Context: an optimization exercise on an open-source flow, tuned for small area, a short achievable clock period and few clock cycles per item. The choices shown serve that exercise and are no tape-out recipe. No functional check of the RTL was part of any run shown here. Power and IR drop assume default switching activity.

==> flow/design.v <==
`default_nettype none
package fir_pkg;
	typedef logic signed [5-1:0] sample_t;  
	typedef logic signed [9-1:0] coef_t;    
	typedef logic signed [17-1:0] acc_t;      
	typedef enum logic [2:0] {
		PH_INIT,
		PH0,
		PH1,
		PH2,
		PH3,
		PH4
	} phase_t;
endpackage
`default_nettype wire
`default_nettype none
module fir_decimator_top
(
	input wire logic clk,
	input wire logic resetn,
	input wire logic in_valid,
	input wire fir_pkg::sample_t data_in,
	input wire logic out_credit,
	output logic in_credit,
	output logic out_valid,
	output fir_pkg::sample_t data_out
);
	logic [4:0] m1;              
	logic [6:0] m3;              
	logic [7:0] m5;              
	logic [4:0] selA;            
	logic [4:0] nph;             
	logic done1;                 
	logic done2;                 
	logic [4:0] hi_r, hi_nx;     
	logic k9_r, k9_nx;           
	logic pend;                  
	logic ov;
	logic [4:0] res;
	logic [4:0] res_nx;
	logic [1:0] ocred;           
	logic [2:0] owe;             
	logic [3:0] commit;          
	logic icr;
	logic [4:0] u;
	logic [1:0] ocred_nx;
	logic [1:0] ocred_s;
	logic [3:0] commit_d;
	logic [2:0] owe_d;
	logic c_le8, c_le13;
	logic icr_nx;
	logic send;
	logic pend_nx;
	assign u = {~data_in[4], data_in[3:0]};
	logic [13:0] r10;
	assign r10 = ({14{selA[0]}} & 14'({5'(m1), 4'd0}))
		| ({14{selA[1]}} & 14'({5'(m1), 4'd0}))
		| ({14{selA[2]}} & 14'({5'(~m1), 1'd0}))
		| ({14{selA[3]}} & 14'({5'(~m1), 3'd0}))
		| ({14{selA[4]}} & 14'(5'(m1)));
	logic [13:0] r11;
	assign r11 = ({14{selA[0]}} & 14'({5'(~m1), 1'd0}))
		| ({14{selA[1]}} & 14'(7'(~m3)))
		| ({14{selA[3]}} & 14'(5'(~m1)));
	logic [13:0] r20;
	assign r20 = ({14{selA[0]}} & 14'({7'(m3), 6'd0}))
		| ({14{selA[1]}} & 14'({7'(m3), 5'd0}))
		| ({14{selA[3]}} & 14'({8'(~m5), 3'd0}))
		| ({14{selA[4]}} & 14'({5'(~m1), 4'd0}));
	logic [13:0] r21;
	assign r21 = ({14{selA[0]}} & 14'(5'(m1)))
		| ({14{selA[1]}} & 14'(7'(m3)))
		| ({14{selA[2]}} & 14'(7'(~m3)))
		| ({14{selA[3]}} & 14'(5'(m1)))
		| ({14{selA[4]}} & 14'({5'(m1), 1'd0}));
	logic [13:0] r30;
	assign r30 = ({14{selA[0]}} & 14'({5'(~m1), 4'd0}))
		| ({14{selA[1]}} & 14'({8'(~m5), 3'd0}))
		| ({14{selA[3]}} & 14'({7'(m3), 5'd0}))
		| ({14{selA[4]}} & 14'({7'(m3), 6'd0}));
	logic [13:0] r31;
	assign r31 = ({14{selA[0]}} & 14'({5'(m1), 1'd0}))
		| ({14{selA[1]}} & 14'(5'(m1)))
		| ({14{selA[2]}} & 14'(7'(~m3)))
		| ({14{selA[3]}} & 14'(7'(m3)))
		| ({14{selA[4]}} & 14'(5'(m1)));
	logic [10:0] r40;
	assign r40 = ({11{selA[0]}} & 11'(5'(m1)))
		| ({11{selA[1]}} & 11'({5'(~m1), 3'd0}))
		| ({11{selA[2]}} & 11'({5'(~m1), 1'd0}))
		| ({11{selA[3]}} & 11'({5'(m1), 4'd0}))
		| ({11{selA[4]}} & 11'({5'(m1), 4'd0}));
	logic [10:0] r41;
	assign r41 = ({11{selA[1]}} & 11'(5'(~m1)))
		| ({11{selA[3]}} & 11'(7'(~m3)))
		| ({11{selA[4]}} & 11'({5'(~m1), 1'd0}));
	logic [13:0] s1, as1, ns1;
	logic [13:1] c1, ac1, nc1;
	assign as1 = selA[0] ? s2 : s1;
	assign ac1 = selA[0] ? c2 : c1;
	logic t1_1, t1_2, t1_3, t1_4, t1_5, t1_6, t1_7, t1_8, t1_9, t1_10, t1_11, t1_12, t1_13, t1_14, t1_15, t1_16, t1_17, t1_18;
	assign t1_1 = as1[0] ^ r10[0] ^ r11[0];
	assign t1_2 = (as1[0] & r10[0]) | (as1[0] & r11[0]) | (r10[0] & r11[0]);
	assign ns1[0] = t1_1;
	assign nc1[1] = 1'b0;
	assign t1_3 = as1[1] ^ ac1[1] ^ r10[1];
	assign t1_4 = (as1[1] & ac1[1]) | (as1[1] & r10[1]) | (ac1[1] & r10[1]);
	assign ns1[1] = t1_3 ^ r11[1] ^ t1_2;
	assign nc1[2] = (t1_3 & r11[1]) | (t1_3 & t1_2) | (r11[1] & t1_2);
	assign t1_5 = as1[2] ^ ac1[2] ^ r10[2];
	assign t1_6 = (as1[2] & ac1[2]) | (as1[2] & r10[2]) | (ac1[2] & r10[2]);
	assign ns1[2] = t1_5 ^ r11[2] ^ t1_4;
	assign nc1[3] = (t1_5 & r11[2]) | (t1_5 & t1_4) | (r11[2] & t1_4);
	assign t1_7 = as1[3] ^ ac1[3] ^ r10[3];
	assign t1_8 = (as1[3] & ac1[3]) | (as1[3] & r10[3]) | (ac1[3] & r10[3]);
	assign ns1[3] = t1_7 ^ r11[3] ^ t1_6;
	assign nc1[4] = (t1_7 & r11[3]) | (t1_7 & t1_6) | (r11[3] & t1_6);
	assign t1_9 = as1[4] ^ ac1[4] ^ r10[4];
	assign t1_10 = (as1[4] & ac1[4]) | (as1[4] & r10[4]) | (ac1[4] & r10[4]);
	assign ns1[4] = t1_9 ^ r11[4] ^ t1_8;
	assign nc1[5] = (t1_9 & r11[4]) | (t1_9 & t1_8) | (r11[4] & t1_8);
	assign t1_11 = as1[5] ^ ac1[5] ^ r10[5];
	assign t1_12 = (as1[5] & ac1[5]) | (as1[5] & r10[5]) | (ac1[5] & r10[5]);
	assign ns1[5] = t1_11 ^ r11[5] ^ t1_10;
	assign nc1[6] = (t1_11 & r11[5]) | (t1_11 & t1_10) | (r11[5] & t1_10);
	assign t1_13 = as1[6] ^ ac1[6] ^ r10[6];
	assign t1_14 = (as1[6] & ac1[6]) | (as1[6] & r10[6]) | (ac1[6] & r10[6]);
	assign ns1[6] = t1_13 ^ r11[6] ^ t1_12;
	assign nc1[7] = (t1_13 & r11[6]) | (t1_13 & t1_12) | (r11[6] & t1_12);
	assign t1_15 = as1[7] ^ ac1[7] ^ r10[7];
	assign t1_16 = (as1[7] & ac1[7]) | (as1[7] & r10[7]) | (ac1[7] & r10[7]);
	assign ns1[7] = t1_15 ^ t1_14;
	assign nc1[8] = t1_15 & t1_14;
	assign t1_17 = as1[8] ^ ac1[8] ^ r10[8];
	assign t1_18 = (as1[8] & ac1[8]) | (as1[8] & r10[8]) | (ac1[8] & r10[8]);
	assign ns1[8] = t1_17 ^ t1_16;
	assign nc1[9] = t1_17 & t1_16;
	assign ns1[9] = as1[9] ^ ac1[9] ^ t1_18;
	assign nc1[10] = (as1[9] & ac1[9]) | (as1[9] & t1_18) | (ac1[9] & t1_18);
	assign ns1[10] = as1[10] ^ ac1[10];
	assign nc1[11] = as1[10] & ac1[10];
	assign ns1[11] = as1[11] ^ ac1[11];
	assign nc1[12] = as1[11] & ac1[11];
	assign ns1[12] = as1[12] ^ ac1[12];
	assign nc1[13] = as1[12] & ac1[12];
	assign ns1[13] = as1[13] ^ ac1[13];
	logic [13:0] s2, as2, ns2;
	logic [13:1] c2, ac2, nc2;
	assign as2 = selA[0] ? s3 : s2;
	assign ac2 = selA[0] ? c3 : c2;
	logic t2_1, t2_2, t2_3, t2_4, t2_5, t2_6, t2_7, t2_8, t2_9, t2_10, t2_11, t2_12, t2_13, t2_14, t2_15, t2_16, t2_17, t2_18, t2_19, t2_20, t2_21, t2_22, t2_23, t2_24;
	assign ns2[0] = as2[0] ^ r21[0];
	assign nc2[1] = as2[0] & r21[0];
	assign t2_1 = as2[1] ^ ac2[1] ^ r21[1];
	assign t2_2 = (as2[1] & ac2[1]) | (as2[1] & r21[1]) | (ac2[1] & r21[1]);
	assign ns2[1] = t2_1;
	assign nc2[2] = 1'b0;
	assign t2_3 = as2[2] ^ ac2[2] ^ r21[2];
	assign t2_4 = (as2[2] & ac2[2]) | (as2[2] & r21[2]) | (ac2[2] & r21[2]);
	assign ns2[2] = t2_3 ^ t2_2;
	assign nc2[3] = t2_3 & t2_2;
	assign t2_5 = as2[3] ^ ac2[3] ^ r20[3];
	assign t2_6 = (as2[3] & ac2[3]) | (as2[3] & r20[3]) | (ac2[3] & r20[3]);
	assign ns2[3] = t2_5 ^ r21[3] ^ t2_4;
	assign nc2[4] = (t2_5 & r21[3]) | (t2_5 & t2_4) | (r21[3] & t2_4);
	assign t2_7 = as2[4] ^ ac2[4] ^ r20[4];
	assign t2_8 = (as2[4] & ac2[4]) | (as2[4] & r20[4]) | (ac2[4] & r20[4]);
	assign ns2[4] = t2_7 ^ r21[4] ^ t2_6;
	assign nc2[5] = (t2_7 & r21[4]) | (t2_7 & t2_6) | (r21[4] & t2_6);
	assign t2_9 = as2[5] ^ ac2[5] ^ r20[5];
	assign t2_10 = (as2[5] & ac2[5]) | (as2[5] & r20[5]) | (ac2[5] & r20[5]);
	assign ns2[5] = t2_9 ^ r21[5] ^ t2_8;
	assign nc2[6] = (t2_9 & r21[5]) | (t2_9 & t2_8) | (r21[5] & t2_8);
	assign t2_11 = as2[6] ^ ac2[6] ^ r20[6];
	assign t2_12 = (as2[6] & ac2[6]) | (as2[6] & r20[6]) | (ac2[6] & r20[6]);
	assign ns2[6] = t2_11 ^ r21[6] ^ t2_10;
	assign nc2[7] = (t2_11 & r21[6]) | (t2_11 & t2_10) | (r21[6] & t2_10);
	assign t2_13 = as2[7] ^ ac2[7] ^ r20[7];
	assign t2_14 = (as2[7] & ac2[7]) | (as2[7] & r20[7]) | (ac2[7] & r20[7]);
	assign ns2[7] = t2_13 ^ t2_12;
	assign nc2[8] = t2_13 & t2_12;
	assign t2_15 = as2[8] ^ ac2[8] ^ r20[8];
	assign t2_16 = (as2[8] & ac2[8]) | (as2[8] & r20[8]) | (ac2[8] & r20[8]);
	assign ns2[8] = t2_15 ^ t2_14;
	assign nc2[9] = t2_15 & t2_14;
	assign t2_17 = as2[9] ^ ac2[9] ^ r20[9];
	assign t2_18 = (as2[9] & ac2[9]) | (as2[9] & r20[9]) | (ac2[9] & r20[9]);
	assign ns2[9] = t2_17 ^ t2_16;
	assign nc2[10] = t2_17 & t2_16;
	assign t2_19 = as2[10] ^ ac2[10] ^ r20[10];
	assign t2_20 = (as2[10] & ac2[10]) | (as2[10] & r20[10]) | (ac2[10] & r20[10]);
	assign ns2[10] = t2_19 ^ t2_18;
	assign nc2[11] = t2_19 & t2_18;
	assign t2_21 = as2[11] ^ ac2[11] ^ r20[11];
	assign t2_22 = (as2[11] & ac2[11]) | (as2[11] & r20[11]) | (ac2[11] & r20[11]);
	assign ns2[11] = t2_21 ^ t2_20;
	assign nc2[12] = t2_21 & t2_20;
	assign t2_23 = as2[12] ^ ac2[12] ^ r20[12];
	assign t2_24 = (as2[12] & ac2[12]) | (as2[12] & r20[12]) | (ac2[12] & r20[12]);
	assign ns2[12] = t2_23 ^ t2_22;
	assign nc2[13] = t2_23 & t2_22;
	assign ns2[13] = as2[13] ^ ac2[13] ^ t2_24;
	logic [13:0] s3, as3, ns3;
	logic [13:1] c3, ac3, nc3;
	assign as3 = selA[0] ? 14'(s4) : s3;
	assign ac3 = selA[0] ? 13'(c4) : c3;
	logic t3_1, t3_2, t3_3, t3_4, t3_5, t3_6, t3_7, t3_8, t3_9, t3_10, t3_11, t3_12, t3_13, t3_14, t3_15, t3_16, t3_17, t3_18, t3_19, t3_20, t3_21, t3_22, t3_23, t3_24;
	assign ns3[0] = as3[0] ^ r31[0];
	assign nc3[1] = as3[0] & r31[0];
	assign t3_1 = as3[1] ^ ac3[1] ^ r31[1];
	assign t3_2 = (as3[1] & ac3[1]) | (as3[1] & r31[1]) | (ac3[1] & r31[1]);
	assign ns3[1] = t3_1;
	assign nc3[2] = 1'b0;
	assign t3_3 = as3[2] ^ ac3[2] ^ r31[2];
	assign t3_4 = (as3[2] & ac3[2]) | (as3[2] & r31[2]) | (ac3[2] & r31[2]);
	assign ns3[2] = t3_3 ^ t3_2;
	assign nc3[3] = t3_3 & t3_2;
	assign t3_5 = as3[3] ^ ac3[3] ^ r30[3];
	assign t3_6 = (as3[3] & ac3[3]) | (as3[3] & r30[3]) | (ac3[3] & r30[3]);
	assign ns3[3] = t3_5 ^ r31[3] ^ t3_4;
	assign nc3[4] = (t3_5 & r31[3]) | (t3_5 & t3_4) | (r31[3] & t3_4);
	assign t3_7 = as3[4] ^ ac3[4] ^ r30[4];
	assign t3_8 = (as3[4] & ac3[4]) | (as3[4] & r30[4]) | (ac3[4] & r30[4]);
	assign ns3[4] = t3_7 ^ r31[4] ^ t3_6;
	assign nc3[5] = (t3_7 & r31[4]) | (t3_7 & t3_6) | (r31[4] & t3_6);
	assign t3_9 = as3[5] ^ ac3[5] ^ r30[5];
	assign t3_10 = (as3[5] & ac3[5]) | (as3[5] & r30[5]) | (ac3[5] & r30[5]);
	assign ns3[5] = t3_9 ^ r31[5] ^ t3_8;
	assign nc3[6] = (t3_9 & r31[5]) | (t3_9 & t3_8) | (r31[5] & t3_8);
	assign t3_11 = as3[6] ^ ac3[6] ^ r30[6];
	assign t3_12 = (as3[6] & ac3[6]) | (as3[6] & r30[6]) | (ac3[6] & r30[6]);
	assign ns3[6] = t3_11 ^ r31[6] ^ t3_10;
	assign nc3[7] = (t3_11 & r31[6]) | (t3_11 & t3_10) | (r31[6] & t3_10);
	assign t3_13 = as3[7] ^ ac3[7] ^ r30[7];
	assign t3_14 = (as3[7] & ac3[7]) | (as3[7] & r30[7]) | (ac3[7] & r30[7]);
	assign ns3[7] = t3_13 ^ t3_12;
	assign nc3[8] = t3_13 & t3_12;
	assign t3_15 = as3[8] ^ ac3[8] ^ r30[8];
	assign t3_16 = (as3[8] & ac3[8]) | (as3[8] & r30[8]) | (ac3[8] & r30[8]);
	assign ns3[8] = t3_15 ^ t3_14;
	assign nc3[9] = t3_15 & t3_14;
	assign t3_17 = as3[9] ^ ac3[9] ^ r30[9];
	assign t3_18 = (as3[9] & ac3[9]) | (as3[9] & r30[9]) | (ac3[9] & r30[9]);
	assign ns3[9] = t3_17 ^ t3_16;
	assign nc3[10] = t3_17 & t3_16;
	assign t3_19 = as3[10] ^ ac3[10] ^ r30[10];
	assign t3_20 = (as3[10] & ac3[10]) | (as3[10] & r30[10]) | (ac3[10] & r30[10]);
	assign ns3[10] = t3_19 ^ t3_18;
	assign nc3[11] = t3_19 & t3_18;
	assign t3_21 = as3[11] ^ ac3[11] ^ r30[11];
	assign t3_22 = (as3[11] & ac3[11]) | (as3[11] & r30[11]) | (ac3[11] & r30[11]);
	assign ns3[11] = t3_21 ^ t3_20;
	assign nc3[12] = t3_21 & t3_20;
	assign t3_23 = as3[12] ^ ac3[12] ^ r30[12];
	assign t3_24 = (as3[12] & ac3[12]) | (as3[12] & r30[12]) | (ac3[12] & r30[12]);
	assign ns3[12] = t3_23 ^ t3_22;
	assign nc3[13] = t3_23 & t3_22;
	assign ns3[13] = as3[13] ^ ac3[13] ^ t3_24;
	logic [10:0] s4, as4, ns4;
	logic [10:1] c4, ac4, nc4;
	assign as4 = selA[0] ? 11'd366 : s4;
	assign ac4 = selA[0] ? 10'd0 : c4;
	logic t4_1, t4_2, t4_3, t4_4, t4_5, t4_6, t4_7, t4_8, t4_9, t4_10, t4_11, t4_12, t4_13, t4_14, t4_15, t4_16, t4_17, t4_18;
	assign t4_1 = as4[0] ^ r40[0] ^ r41[0];
	assign t4_2 = (as4[0] & r40[0]) | (as4[0] & r41[0]) | (r40[0] & r41[0]);
	assign ns4[0] = t4_1;
	assign nc4[1] = 1'b0;
	assign t4_3 = as4[1] ^ ac4[1] ^ r40[1];
	assign t4_4 = (as4[1] & ac4[1]) | (as4[1] & r40[1]) | (ac4[1] & r40[1]);
	assign ns4[1] = t4_3 ^ r41[1] ^ t4_2;
	assign nc4[2] = (t4_3 & r41[1]) | (t4_3 & t4_2) | (r41[1] & t4_2);
	assign t4_5 = as4[2] ^ ac4[2] ^ r40[2];
	assign t4_6 = (as4[2] & ac4[2]) | (as4[2] & r40[2]) | (ac4[2] & r40[2]);
	assign ns4[2] = t4_5 ^ r41[2] ^ t4_4;
	assign nc4[3] = (t4_5 & r41[2]) | (t4_5 & t4_4) | (r41[2] & t4_4);
	assign t4_7 = as4[3] ^ ac4[3] ^ r40[3];
	assign t4_8 = (as4[3] & ac4[3]) | (as4[3] & r40[3]) | (ac4[3] & r40[3]);
	assign ns4[3] = t4_7 ^ r41[3] ^ t4_6;
	assign nc4[4] = (t4_7 & r41[3]) | (t4_7 & t4_6) | (r41[3] & t4_6);
	assign t4_9 = as4[4] ^ ac4[4] ^ r40[4];
	assign t4_10 = (as4[4] & ac4[4]) | (as4[4] & r40[4]) | (ac4[4] & r40[4]);
	assign ns4[4] = t4_9 ^ r41[4] ^ t4_8;
	assign nc4[5] = (t4_9 & r41[4]) | (t4_9 & t4_8) | (r41[4] & t4_8);
	assign t4_11 = as4[5] ^ ac4[5] ^ r40[5];
	assign t4_12 = (as4[5] & ac4[5]) | (as4[5] & r40[5]) | (ac4[5] & r40[5]);
	assign ns4[5] = t4_11 ^ r41[5] ^ t4_10;
	assign nc4[6] = (t4_11 & r41[5]) | (t4_11 & t4_10) | (r41[5] & t4_10);
	assign t4_13 = as4[6] ^ ac4[6] ^ r40[6];
	assign t4_14 = (as4[6] & ac4[6]) | (as4[6] & r40[6]) | (ac4[6] & r40[6]);
	assign ns4[6] = t4_13 ^ r41[6] ^ t4_12;
	assign nc4[7] = (t4_13 & r41[6]) | (t4_13 & t4_12) | (r41[6] & t4_12);
	assign t4_15 = as4[7] ^ ac4[7] ^ r40[7];
	assign t4_16 = (as4[7] & ac4[7]) | (as4[7] & r40[7]) | (ac4[7] & r40[7]);
	assign ns4[7] = t4_15 ^ t4_14;
	assign nc4[8] = t4_15 & t4_14;
	assign t4_17 = as4[8] ^ ac4[8] ^ r40[8];
	assign t4_18 = (as4[8] & ac4[8]) | (as4[8] & r40[8]) | (ac4[8] & r40[8]);
	assign ns4[8] = t4_17 ^ t4_16;
	assign nc4[9] = t4_17 & t4_16;
	assign ns4[9] = as4[9] ^ ac4[9] ^ t4_18;
	assign nc4[10] = (as4[9] & ac4[9]) | (as4[9] & t4_18) | (ac4[9] & t4_18);
	assign ns4[10] = as4[10] ^ ac4[10];
	assign hi_nx = s1[13:9] + c1[13:9];
	assign k9_nx = 10'({1'b0, s1[8:0]} + {1'b0, c1[8:1], 1'b0}) >> 9;
	assign res_nx = hi_r + 5'(k9_r) + 5'd3;
	always_ff @(posedge clk)
	begin
		s1 <= ns1;
		c1 <= nc1;
	end
	always_ff @(posedge clk, negedge resetn)
	begin
		if (!resetn)
		begin
			s2 <= 14'd14046;
			c2 <= '0;
			s3 <= 14'd7607;
			c3 <= '0;
			s4 <= 11'd1168;
			c4 <= '0;
		end
		else
		begin
			s2 <= ns2;
			c2 <= nc2;
			s3 <= ns3;
			c3 <= nc3;
			s4 <= ns4;
			c4 <= nc4;
		end
	end
	assign out_valid = ov;
	assign data_out = res;
	assign in_credit = icr;
	assign send = ov;
	assign ocred_s = ocred - {1'b0, send};
	assign ocred_nx = out_credit ? ocred_s + 2'd1 : ocred_s;
	assign c_le8 = commit <= 4'd8;
	assign c_le13 = commit <= 4'd13;
	assign icr_nx = (owe != 3'd0) && (send ? (c_le13 || ocred[1]) : (c_le8 || ((ocred != 2'd0) && c_le13)));
	assign pend_nx = done2 || (pend && !send);
	assign owe_d = owe - {2'b0, icr_nx};
	assign commit_d = commit - (send ? 4'd5 : 4'd0) + {3'b0, icr_nx};
	always_ff @(posedge clk)
	begin
		m1 <= u;
		m3 <= {2'b0, u} + {1'b0, u, 1'b0};
		m5 <= {3'b0, u} + {1'b0, u, 2'b0};
		selA <= in_valid ? nph : 5'd0;
		ov <= pend_nx && (ocred_s != 2'd0);
		icr <= icr_nx;
		hi_r <= hi_nx;
		k9_r <= k9_nx;
		if (done2)
			res <= res_nx;
	end
	always_ff @(posedge clk, negedge resetn)
	begin
		if (!resetn)
		begin
			nph <= 5'd1;
			done1 <= 1'b0;
			done2 <= 1'b0;
			pend <= 1'b0;
			ocred <= 2'd2;
			owe <= 3'd0;
			commit <= 4'd4;
		end
		else
		begin
			if (in_valid)
				nph <= {nph[3:0], nph[4]};
			done1 <= selA[4];
			done2 <= done1;
			pend <= pend_nx;
			ocred <= ocred_nx;
			owe <= in_valid ? owe_d + 3'd1 : owe_d;
			commit <= commit_d;
		end
	end
endmodule
`default_nettype wire
==> flow/run.sh <==
#!/bin/bash
# synth_recipe.tcl (not shown) runs the flow's synth.tcl, then flattens the netlist and writes it again
# the make line also repeats each setting of config.mk as NAME=value (left out here)
make -C /OpenROAD-flow-scripts/flow DESIGN_CONFIG=/design/flow/config.mk WORK_HOME=/design/flow/orfs CLKGATE_MAP_FILE= SYNTH_SCRIPT=/design/flow/synth_recipe.tcl finish
==> flow/config.mk <==
export PLATFORM = sky130hd
export DESIGN_NAME = fir_decimator_top
export DESIGN_NICKNAME = fir_decimator_top
export VERILOG_FILES = /design/flow/design.v
export SDC_FILE = /design/flow/constraint.sdc
export NUM_CORES = 4
export LEC_CHECK = 0
export CAP_MARGIN = 20
export CORE_MARGIN = 2
export CORE_UTILIZATION = 40
export SETUP_SLACK_MARGIN = 4.25
export SLEW_MARGIN = 20
==> flow/constraint.sdc <==
create_clock -name core_clock -period 6.5 [get_ports {clk}]
set_input_delay 1.3000 -clock core_clock [delete_from_list [all_inputs] [get_ports {clk}]]
set_output_delay 1.3000 -clock core_clock [all_outputs]
set_load 0.01 [all_outputs]
==> impl_metrics.ini, run 1 <==
[place]
dp_hpwl_mm = 12.41
gp_routability_congestion = 0.8889
port_buffers = 15
dp_slack_ns = 3.280
placed_cell_area_um2 = 8547

[logic_synthesis]
synthArstFlopShare = 0.5933
syn_area_per_cell_um2 = 11.81
ys_top_cells_by_count = inv_1 (93), fa_1 (65), dfrtp_1 (63), dfxtp_1 (56), ha_1 (56)
synth-main-ff-cell = dfrtp_1
synth_seq_cells = 150
synth_area_um2 = 8233
yosysTopAreaCell = dfrtp_1
yosysMostFrequentCell = inv_1
synthDistinctLibCells = 53
syn_inst = 697
syn_nets = 827
synth_enable_flop_cells = 5
netlist_top_cells_area = dfrtp_1 (19%), fa_1 (16%), dfxtp_1 (14%)
yosys_warnings = 1
ys_seq_area_frac = 0.4289
yosysTopAreaCellShare = 0.1915

[global_route]
grt_usage = 0.1780
grt_pass1_vias = 5563
use_met1 = 0.2232
antenna_found_initial = 0
top_usage_layer = met2
use_met2 = 0.2977
grt_max_degree = 48
grt_overflow_total = 0
met3_usage = 0.04660
grt_pass1_wl_mm = 29.48

[sta]
timing.final.crit_share = 0.3421
period_minus_slack_ns = 2.224
fin_worst_skew_ns = 0.008895
rsz0062_at_grt = yes
setup_tns_ns = 0
slew_viol_final = 0
fmax_ghz = 0.4497
worst_pin_slew_ns = 0.6311
relSlewSlack = 0.5793
hold_violations = 0
setup_violations = 0
whs_ns = 0.3527
worst_slack_ns = 4.276

[floorplan]
rows = 52
die_h_um = 147.5
start_util = 0.4069
fp.coreArea_um2 = 20230
dieArea_um2 = 21750
ios = 16
die_w_um = 147.5

[power]
p_total_mw = 2.573
peakVddDrop_mv = 0.1540
p_switching_uw = 643.1
p_int_mw = 1.930
seq_power_share = 0.431
cellPowerDensity_nw_per_um2 = 269.6
pwr-share-comb = 0.151
p_leak_nw = 4.705
p_sw_frac = 0.2499
power_frac_clock = 0.419

[detailed_routing]
drc_errors = 0
ant_nets = 0
avgRoutedWirePerCell_um = 17.87
via_count = 5193
drt-pass1-iter-count = 6
routed_wl_mm = 18.10
drtIter0Drc = 367
via_per_inst = 5.126

[clock_tree]
postCtsHoldBufs = 0
numCtsBuffers = 17
clock_sinks = 150
root_buffer = clkbuf_16
clk_latency_ns = 0.43
cts_buffer_depth = 2
htreeDepth = 4
clkSlewWorstSetupHoldPaths_ns = 0.06
cts_tree = done

[job]
cap_viol_max_count = 0

[layout]
final_nets = 860
design_area_um2 = 9544
drive_above_1_share = 0.2288
antenna_cells = 0
nFillCells = 1872
area_growth_syn_to_layout_pct = 15.93

[critical_path]
crit_chain = buf_2
cp_slowest_stage_delay_ns = 0.35
crit_arrival_ns = 0.92
crit_path_end_kind = primary output
cp_slowest_cell = edfxtp_1
crit_fanout = 1
cp_top_family = flip-flops
path_buf_inv = 1
path_class = reg2out
cp_data_required_time_ns = 5.20
critPathLaunchType = flip-flop

[status]
status = complete, no violations

[min_path]
hp-class = reg2reg
-- state kept, by name, indices dropped and copies added (netlist names), 5 cells and up --
name  count
hi_r      5
s1       14
c2       12
s3       14
selA      5
c1       12
m3        6
s4       11
nph       5
m5        8
c4        9
res       5
c3       12
s2       14
-- power groups by stage --
stage | sequential (mW) | clock, mW | combinational [mW]
global route | 1.12 | 1.14 | 0.451
global placement | 1.12 | 0 | 0.323
detailed placement | 1.12 | 0 | 0.363
finish | 1.11 | 1.08 | 0.388
floorplan | 1.10 | 0 | 0.273
CTS | 1.11 | 1.10 | 0.360
-- stage by stage --
step,util,instances
2_1_floorplan,-,697
3_3_place_gp,0.4224,956
6_report,0.4717,1013
4_1_cts,0.4628,998
5_1_grt,0.4717,1013
3_5_place_dp,0.4224,956
-- repair_timing --
item / in CTS / in global routing
gates cloned: 1 / 1
gates resized for setup: 55 / 22
pin swaps: 0 / 2
buffers inserted: 9 / 14
setup endpoints to repair: 104 / 24
-- logic make-up after synthesis --
kind of cell             after synthesis  share of synthesized area
multiplexers                          72                    0.09347
AND/OR/NAND/NOR                      120                    0.06976
flip-flops                           150                     0.4289
buffers and inverters                124                    0.06976
AO/OA/AOI/OAI                         83                    0.06626
XOR/XNOR                              27                    0.02872
adder cells (fa/ha/maj)              121                     0.2432
-- area by class of cell --
class | count | area (µm²) | share of cell area
clock buffer | 25 | 505.5 | 0.05296
clock inverter | 7 | 140.1 | 0.01468
inverter | 95 | 372.9 | 0.03907
multi-input combinational | 423 | 4218 | 0.4419
sequential | 150 | 3553 | 0.3723
tap | 270 | 337.8 | 0.03540
timing repair buffer | 43 | 416.7 | 0.04366
-- layout by cell type, fill, tap and decap left out, types with 3 or more instances in the layout --
master	synthesis	final
clkbuf_8	0	5
edfxtp_1	5	5
buf_2	13	8
nand2_1	55	55
clkinvlp_4	0	5
mux2i_1	33	32
clkbuf_16	0	18
dfstp_2	26	26
and2_1	9	9
nor2_1	14	14
mux2_2	39	39
o21ai_0	23	22
o211ai_1	3	3
dfrtp_1	63	63
xnor2_1	19	19
buf_6	8	3
or2_2	3	3
a22oi_1	4	4
a221oi_2	0	4
dfxtp_4	0	5
nand4_1	8	8
a21oi_1	18	18
nor2b_1	11	11
dfxtp_1	56	48
inv_1	93	86
nand3_1	5	5
xor2_1	8	8
clkbuf_1	3	3
ha_1	56	51
bufinv_16	0	4
dfxtp_2	0	3
a21o_1	10	10
buf_4	2	21
nand2b_1	9	9
fa_1	65	63
inv_2	1	5
o221ai_1	5	5
ha_4	0	3
-- worst paths after layout --
| check | slack [ns] | from | endpoint | depth (start not counted) |
|---|---|---|---|---|
| max reg2reg | 4.28 | selA[0] | s3[6] | 6 |
| min | 0.35 | done1 | done2 | 0 |
| max in group asynchronous | 4.60 | resetn | c4[2] | 2 |
| max | 4.28 | res[0] | data_out[0] | 1 |
| min reg2reg | 0.35 | done1 | done2 | 0 |
| min in group asynchronous | 0.85 | resetn | commit[1] | 1 |
-- metal layers --
metal / routed length, µm / share of wire
met3: 1127 / 0.062
met5: 0 / 0
met1: 7549 / 0.42
met4: 520 / 0.029
met2: 8903 / 0.49
==> inputs of run 2 (changes only) <==
--- a/flow/config.mk
+++ b/flow/config.mk
@@ -7,6 +7,6 @@
 export LEC_CHECK = 0
 export CAP_MARGIN = 20
 export CORE_MARGIN = 2
-export CORE_UTILIZATION = 40
+export CORE_UTILIZATION = 55
 export SETUP_SLACK_MARGIN = 4.25
 export SLEW_MARGIN = 20
==> run 2 against run 1 <==
- still clean on timing, DRC and antenna
- first-iteration DRC count increased by 37%
- synthesized cell count stayed put
- synthesized area stayed put
- global-route usage increased by 5.8 points
- clock power is essentially flat
- sequential power hardly changed
- via count decreased by 0.96%
- design area decreased by 1.3%
- final cell count shrank 8.1%
- largest cell class unchanged
- largest power group unchanged
==> impl_metrics.ini, run 2 <==
[global_route]
grt_pass1_vias = 5443
antenna_found_initial = 0
grt_pass1_wl_mm = 28.64
grt_max_degree = 49
grt_usage = 0.2355
grt_overflow_total = 0

[logic_synthesis]
netlist_top_cells_area = dfrtp_1 (19%), fa_1 (16%), dfxtp_1 (14%)
yosysTopAreaCellShare = 0.1915
synth-main-ff-cell = dfrtp_1
yosysMostFrequentCell = inv_1
yosysTopAreaCell = dfrtp_1
synth_seq_cells = 150
ys_top_cells_by_count = inv_1 (93), fa_1 (65), dfrtp_1 (63), dfxtp_1 (56), ha_1 (56)
ys_seq_area_frac = 0.4289
synth_area_um2 = 8233
syn_inst = 697
synthArstFlopShare = 0.5933
synth_enable_flop_cells = 5
syn_area_per_cell_um2 = 11.81
syn_nets = 827
yosys_warnings = 1
synthDistinctLibCells = 53

[sta]
setup_tns_ns = 0
setup_violations = 0
slew_viol_final = 0
worst_pin_slew_ns = 0.6470
timing.final.crit_share = 0.3435
fin_worst_skew_ns = 0.008007
fmax_ghz = 0.4479
relSlewSlack = 0.5687
hold_violations = 0
rsz0062_at_grt = yes
period_minus_slack_ns = 2.233

[floorplan]
die_h_um = 126.3
fp.coreArea_um2 = 14590
rows = 44
start_util = 0.5643
die_w_um = 126.3
dieArea_um2 = 15960
ios = 16

[detailed_routing]
drt-pass1-iter-count = 7
via_count = 5143
drc_errors = 0
ant_nets = 0
drtIter0Drc = 504
avgRoutedWirePerCell_um = 19.01
via_per_inst = 5.524
routed_wl_mm = 17.69

[clock_tree]
clk_latency_ns = 0.42
clkSlewWorstSetupHoldPaths_ns = 0.06
postCtsHoldBufs = 0
root_buffer = clkbuf_16
cts_tree = done
numCtsBuffers = 17
clock_sinks = 150
htreeDepth = 4
cts_buffer_depth = 2

[layout]
largestRegisters = s1: 14 flops, s2: 14 flops, s3: 14 flops
drive_above_1_share = 0.2276
final_common_cell = inv_1
antenna_cells = 0
area_growth_syn_to_layout_pct = 14.41
final_nets = 864
layout_common_cells = inv_1 (89), fa_1 (63), dfrtp_1 (63), nand2_1 (53), ha_1 (53)

[power]
seq_power_share = 0.441
p_int_mw = 1.878
p_total_mw = 2.503
p_switching_uw = 625.3
peakVddDrop_mv = 0.1777
power_frac_clock = 0.420
p_leak_nw = 4.718
pwr-share-comb = 0.139
cellPowerDensity_nw_per_um2 = 265.8
p_sw_frac = 0.2498

[place]
port_buffers = 15
dp_hpwl_mm = 12.15
gp_routability_congestion = 0.8945

[min_path]
hp-class = reg2reg

[critical_path]
cp_data_required_time_ns = 6.79
crit_path_end_kind = flip-flop
path_class = reg2reg
crit_arrival_ns = 2.52
crit_fanout = 8
critPathLaunchType = flip-flop

[job]
cap_viol_max_count = 0

[status]
status = complete, no violations
## run 2: cell families after synthesis
kind of cell | synth area share
XOR/XNOR | 0.02872
buffers and inverters | 0.06976
AO/OA/AOI/OAI | 0.06626
multiplexers | 0.09347
AND/OR/NAND/NOR | 0.06976
flip-flops | 0.4289
adder cells (fa/ha/maj) | 0.2432
## run 2: layer usage
layer  track usage  up-vias  part of all wire
li1              -     2373                 -
met1        0.3319     2552              0.45
met2        0.3699      180              0.47
met3       0.05441       38             0.058
met4       0.06658        0             0.025
met5             0        -                 0
## run 2: repair_timing
action                     4_1_cts  5_1_grt
setup endpoints to repair      106       31
gates resized for setup         52       22
pin swaps                        0        6
gates cloned                     1        2
buffers inserted                14       13
## run 2: final timing paths
check | slack (ns) | to | startpoint | cells past startpoint
max in group asynchronous | 4.57 | c3[7] | resetn | 2
worst max-delay path | 4.27 | s2[5] | m5[0] | 4
worst min register to register | 0.35 | done2 | done1 | 0
worst min-delay path | 0.35 | done2 | done1 | 0
min in group asynchronous | 0.87 | commit[1] | resetn | 1
worst max register to register | 4.27 | s2[5] | m5[0] | 4
## run 2: worst max-delay path: stages, from the launching register on
cell and delay, ns:
dfxtp_1 0.54, inv_2 0.16, o221ai_1 0.39, fa_1 0.52, fa_1 0.49
## run 2: layout make-up
type                    count  area (µm²)
multi-input cells         423        4189
clock buffers              21       460.4
repair buffers             47       442.9
inverters                  95       369.1
well taps                 184       230.2
clock inverters            11       173.9
flip-flops and latches    150        3553
fillers                  1137        5170
## run 2: metrics by stage
| stage | util | setup WS (ns) | hold WS, ns | instances | area, µm² |
|---|---|---|---|---|---|
| 4_1_cts | 0.6326 | 4.229 | 0.3559 | 916 | 9229 |
| 2_1_floorplan | - | 4.246 | 0.3312 | 697 | 8250 |
| 3_3_place_gp | 0.5780 | 3.498 | 0.3338 | 869 | 8432 |
| 3_5_place_dp | 0.5780 | 3.448 | 0.3426 | 869 | 8432 |
| 6_report | 0.6456 | 4.267 | 0.3541 | 931 | 9419 |
| 5_1_grt | 0.6456 | 4.228 | 0.3702 | 931 | 9419 |
## run 2: power by group through the flow
stage	logic, mW	registers, mW	clock network (mW)
after floorplan	0.273	1.10	0
after global placement	0.327	1.12	0
after detailed placement	0.352	1.12	0
after CTS	0.354	1.10	1.07
after global routing	0.415	1.11	1.12
final	0.348	1.10	1.05

-- afterwards: timing with drivers on the ports --
How much do the figures lean on ideal ports? The routed layouts below were timed once more, with nothing changed but the port constraints. Step 1 assumes that a clkbuf_16 drives the clock port and a buf_2 every other input. Step 2, shift: input delay + t, output delay - t, t = (earliest + latest rising clock arrival at the registers) / 2. This alone moves slack from input paths to output paths. Three values: ideal ports, drivers, drivers and shift; two values: the first two.
run	shift t [ns]	setup WS [ns]	hold slack, ns	worst slew at a driven data input, ns
run 1	0.469	4.276 / 4.231 / 3.868	0.353 / 0.353 / 0.353	0.03
run 2	0.456	4.267 / 4.248 / 3.865	0.354 / 0.354 / 0.354	0.03
After both steps setup and hold are still met in every run listed. The setup slack of run 1, which loses most, moves by -0.045 ns with the drivers and by -0.408 ns with both steps.
